This design comes from an exercise in tuning for small area, a short achievable clock period and few clock cycles per item on the open sky130 flow, not from production work.
Only simulation tests tie the RTL to the original design; equivalence was not proved.
Power and IR drop assume default switching activity.

==> flow/design.v <==
package dm_pkg;
   localparam int unsigned CNT_W = 4;
   typedef logic [CNT_W-1:0] dm_cnt_t;
   typedef enum logic [1:0] {
      IDLE = 2'd0,
      WAIT = 2'd1,
      RESP = 2'd2
   } dm_state_t;
   typedef struct packed {
      logic misaligned;     
      logic out_of_range;   
      logic bad_cmd;        
   } dm_err_t;
   function automatic dm_err_t dm_check(input logic [31:0] addr,
                                        input logic        rd,
                                        input logic        wr,
                                        input int unsigned depth);
      dm_err_t e;
      e.misaligned   = (addr[1:0] != 2'b00);
      e.out_of_range = ({2'b00, addr[31:2]} >= depth);
      e.bad_cmd      = (rd == wr);
      dm_check = e;
   endfunction
endpackage
module dm_array (
   input  logic        clk,
   input  logic [7:0]  i_wrow,
   input  logic [7:0]  i_rrow,
   input  logic [7:0]  i_col,
   input  logic [31:0] i_wdata,
   output logic [31:0] o_rdata
);
   logic [31:0] r_mem [64];
   logic [31:0] w_row_data [8];
   always_ff @(posedge clk) begin
      for (int w = 0; w < 64; w++) begin
         if (i_wrow[w/8] && i_col[w%8]) r_mem[w] <= i_wdata;
      end
   end
   always_comb begin
      o_rdata = '0;
      for (int r = 0; r < 8; r++) begin
         w_row_data[r] = '0;
         for (int c = 0; c < 8; c++) w_row_data[r] = w_row_data[r] | (r_mem[8*r+c] & {32{i_col[c]}});
         o_rdata = o_rdata | (w_row_data[r] & {32{i_rrow[r]}});
      end
   end
endmodule
module dm_responder #(
   parameter int unsigned DEPTH = 64
) (
   input  logic        clk,
   input  logic        rst_n,
   input  logic        req_valid,
   output logic        req_ready,
   input  logic [31:0] req_addr,
   input  logic [31:0] req_wdata,
   input  logic        req_read,
   input  logic        req_write,
   output logic        rsp_valid,
   input  logic        rsp_ready,
   output logic [31:0] rsp_rdata,
   output logic        rsp_err
);
   logic        r_s1_valid;
   logic [7:0]  r_s1_wrow;      
   logic [7:0]  r_s1_rrow;      
   logic [7:0]  r_s1_col;       
   logic        r_s1_err;
   logic [31:0] r_s1_wdata;
   logic        r_rsp_valid;
   logic        r_rsp_err;
   logic [31:0] r_rsp_rdata;
   dm_pkg::dm_err_t w_err;
   logic        w_bad;
   logic        w_s2_free;
   logic        w_s1_free;
   logic [7:0]  w_row;
   logic [7:0]  w_col;
   logic [31:0] w_rdata;
   assign w_err     = dm_pkg::dm_check(req_addr, req_read, req_write, DEPTH);
   assign w_bad     = |w_err;
   assign w_s2_free = !r_rsp_valid || rsp_ready;
   assign w_s1_free = !r_s1_valid || w_s2_free;
   always_comb begin
      for (int i = 0; i < 8; i++) begin
         w_row[i] = (req_addr[7:5] == 3'(i));
         w_col[i] = (req_addr[4:2] == 3'(i));
      end
   end
   dm_array u_array (
      .clk     (clk),
      .i_wrow  (r_s1_wrow),
      .i_rrow  (r_s1_rrow),
      .i_col   (r_s1_col),
      .i_wdata (r_s1_wdata),
      .o_rdata (w_rdata)
   );
   always_ff @(posedge clk or negedge rst_n) begin
      if (!rst_n) begin
         r_s1_valid  <= 1'b0;
         r_s1_wrow   <= '0;
         r_rsp_valid <= 1'b0;
      end else begin
         if (w_s1_free) begin
            r_s1_valid <= req_valid;
            r_s1_wrow  <= (req_valid && req_write && !w_bad) ? w_row : '0;
         end
         if (w_s2_free) begin
            r_rsp_valid <= r_s1_valid;
         end
      end
   end
   always_ff @(posedge clk) begin
      if (w_s1_free) begin
         r_s1_rrow  <= (req_read && !w_bad) ? w_row : '0;
         r_s1_col   <= w_col;
         r_s1_err   <= w_bad;
         r_s1_wdata <= req_wdata;
      end
      if (w_s2_free) begin
         r_rsp_err   <= r_s1_err;
         r_rsp_rdata <= w_rdata;
      end
   end
   assign req_ready = w_s1_free;
   assign rsp_valid = r_rsp_valid;
   assign rsp_err   = r_rsp_err;
   assign rsp_rdata = r_rsp_rdata;
endmodule
Settings: LEC_CHECK=0, CAP_MARGIN=20, CORE_MARGIN=2, CORE_UTILIZATION=60, CTS_BUF_LIST=sky130_fd_sc_hd__clkbuf_16, CTS_CLUSTER_DIAMETER=60, CTS_CLUSTER_SIZE=40, PLACE_DENSITY=0.7, SETUP_SLACK_MARGIN=2.2, SLEW_MARGIN=20; clock period 4.5 ns.
run.sh (not shown) runs the stock make flow with config.mk's settings and CLKGATE_MAP_FILE= SYNTH_SCRIPT=/design/flow/synth_recipe.tcl, a recipe that flattens the netlist after the stock synthesis.
The starting point completed with no timing, DRC or antenna violations.
Testbench counts at the start, summed over its fixed seeds: cycles 3,216, items 3,200.
Change:
SETUP_SLACK_MARGIN = 2.0   (was 2.2)
SLEW_MARGIN = 40   (was 20)
Result: Global-route usage is lower by 1.0 points; wire length is lower by 5.9%; worst setup slack gets better by 0.085 ns; core utilization is lower by 2.1 points.
Change:
SLEW_MARGIN = 20   (was 40)
Effect: The changed run completed without violations; utilization stays flat; setup slack gets better by 0.0048 ns; global-route usage goes down by 0.34 points; critical path depth is unchanged; wire length is about the same; cell area is about the same; synthesized cell count stays the same; die area stays the same; clock skew climbs by 0.0046 ns.

---

== before ==
dm_responder, a different RTL version from the one above (not shown whole).
Size: ~4,500 cells after synthesis, roughly 2,100 flip-flops, about 110 I/O pins, about 0.079 mm2 of cells after synthesis.
Settings: LEC_CHECK=0, CAP_MARGIN=20, CORE_MARGIN=2, CORE_UTILIZATION=60, CTS_BUF_LIST=sky130_fd_sc_hd__clkbuf_16, CTS_CLUSTER_DIAMETER=60, CTS_CLUSTER_SIZE=40, PLACE_DENSITY=0.7, SETUP_SLACK_MARGIN=2.0, SLEW_MARGIN=20; clock period 4.5 ns.
before | stages: all done | timing, DRC, antenna: all pass
Testbench counts of before, summed over its fixed seeds: cycles 3,208, items 3,200.
Here is what was changed in the inputs of after compared with before.
-- flow/config.mk --
<<< before, line 11
export CTS_BUF_LIST = sky130_fd_sc_hd__clkbuf_16
export CTS_CLUSTER_DIAMETER = 60
export CTS_CLUSTER_SIZE = 40
>>> after, line 11
<<< before, line 15
export SETUP_SLACK_MARGIN = 2.0
>>> after, line 12
export SETUP_SLACK_MARGIN = 1.8
### Flow results
In the tables for before and after, via count reads higher with before. | part of the power in the clock network | after vs before | 4.3 points higher |. Looking at overall track demand over capacity in global routing, after sits below before. Per the final summary, after finished and its layout is clean on timing, DRC and antenna.

---

dm_responder, a different RTL version from the one above (not shown whole).
Size: roughly 4000 cells after synthesis, ~2100 flip-flops, ~110 I/O pins, roughly 0.076 mm² of cells after synthesis.
clock: 4.5 ns
lec_check: 0
cap_margin: 20
core_margin: 2
core_utilization: 60
cts_buf_list: sky130_fd_sc_hd__clkbuf_16
cts_cluster_diameter: 50
cts_cluster_size: 30
place_density: 0.7
setup_slack_margin: 2.2
slew_margin: 70
The baseline finished with antenna rules left.
Testbench counts at the start, summed over its fixed seeds: cycles 3,216, items 3,200.
Then changed:
--- a/flow/config.mk
+++ b/flow/config.mk
@@ -13,4 +13,4 @@
 export CTS_CLUSTER_SIZE = 30
 export PLACE_DENSITY = 0.7
-export SETUP_SLACK_MARGIN = 2.2
+export SETUP_SLACK_MARGIN = 2.0
 export SLEW_MARGIN = 70
With this change the flow finished clean.
Synthesized area is unchanged.
Wire length falls by a few percent.
Clock skew falls by 0.0052 ns.
Clock power rises by a few percent.
Synthesized cell count stays the same.
Then changed:
--- a/flow/config.mk
+++ b/flow/config.mk
@@ -10,7 +10,7 @@
 export CORE_UTILIZATION = 60
 export CTS_BUF_LIST = sky130_fd_sc_hd__clkbuf_16
-export CTS_CLUSTER_DIAMETER = 50
-export CTS_CLUSTER_SIZE = 30
-export PLACE_DENSITY = 0.7
+export CTS_CLUSTER_DIAMETER = 60
+export CTS_CLUSTER_SIZE = 40
+export PLACE_DENSITY = 0.75
 export SETUP_SLACK_MARGIN = 2.0
-export SLEW_MARGIN = 70
+export SLEW_MARGIN = 20
Effect: The new run ran to the end with no violations; cell count came out lower by a few percent; wire length came out lower by a few percent; total power came out lower by a few percent; core utilization came out lower by 3.3 points; die area does not change; sequential power barely changes; register-to-register slack loses 0.05 ns; synthesized area stays the same; flip-flop and latch count is unchanged; via count came out lower slightly.
Then changed:
--- a/flow/config.mk
+++ b/flow/config.mk
@@ -12,5 +12,5 @@
 export CTS_CLUSTER_DIAMETER = 60
 export CTS_CLUSTER_SIZE = 40
-export PLACE_DENSITY = 0.75
+export PLACE_DENSITY = 0.7
 export SETUP_SLACK_MARGIN = 2.0
 export SLEW_MARGIN = 20
After rerunning:
- via count went down by 1.4%
- wire length hardly moves
- fmax rises by 1.8%
- sequential power stays flat
- worst setup slack is better by 0.046 ns
- synthesized area is unchanged
- global-route usage rose by 0.24 points
- worst hold slack degrades by 0.021 ns
Then changed:
--- a/flow/config.mk
+++ b/flow/config.mk
@@ -13,4 +13,4 @@
 export CTS_CLUSTER_SIZE = 40
 export PLACE_DENSITY = 0.7
-export SETUP_SLACK_MARGIN = 2.0
+export SETUP_SLACK_MARGIN = 1.9
 export SLEW_MARGIN = 20
After rerunning: Final cell count barely changes; setup slack is worse by 0.11 ns; area after synthesis does not change; non-clock buffer count does not change; maximum frequency fell by 4.2%; die area does not change; clock skew barely changes; sequential power barely changes; sequential cell count does not change; design area is about the same.

-- re-timing with driven ports --
The flow's constraints put no driver on any port. The routed layouts listed below were extracted and timed again, unchanged, in two steps. Step 1, drivers: a clkbuf_16 drives clk and a buf_2 each remaining input, both assumed. Step 2 also shifts input and output timing later by t, the mid clock arrival at the registers, as if the neighbouring blocks saw the same clock. Three values: ideal, step 1, step 2; two values: the first two.
run	shift t [ns]	slack for setup (ns)	worst setup path after step 2
the first run of note 1	0.850	1.807 / 1.728 / 1.687	input to register
the second run of note 1	0.845	1.892 / 1.813 / 1.677	input to register
the third run of note 1	0.840	1.897 / 1.816 / 1.690	input to register
before	0.883	1.716 / 1.586 / 0.703	input to register
after	0.919	1.639 / 1.528 / 0.609	input to register
the first run of note 3	0.861	1.991 / 1.936 / 1.580	input to register
the second run of note 3	0.871	1.963 / 1.914 / 1.562	input to register
the third run of note 3	0.841	1.912 / 1.912 / 1.594	input to register
the fourth run of note 3	0.839	1.958 / 1.931 / 1.600	input to register
the fifth run of note 3	0.837	1.848 / 1.848 / 1.590	input to register
The setup slack of after, which loses most, moves by -0.111 ns with the drivers and by -1.030 ns with both steps.
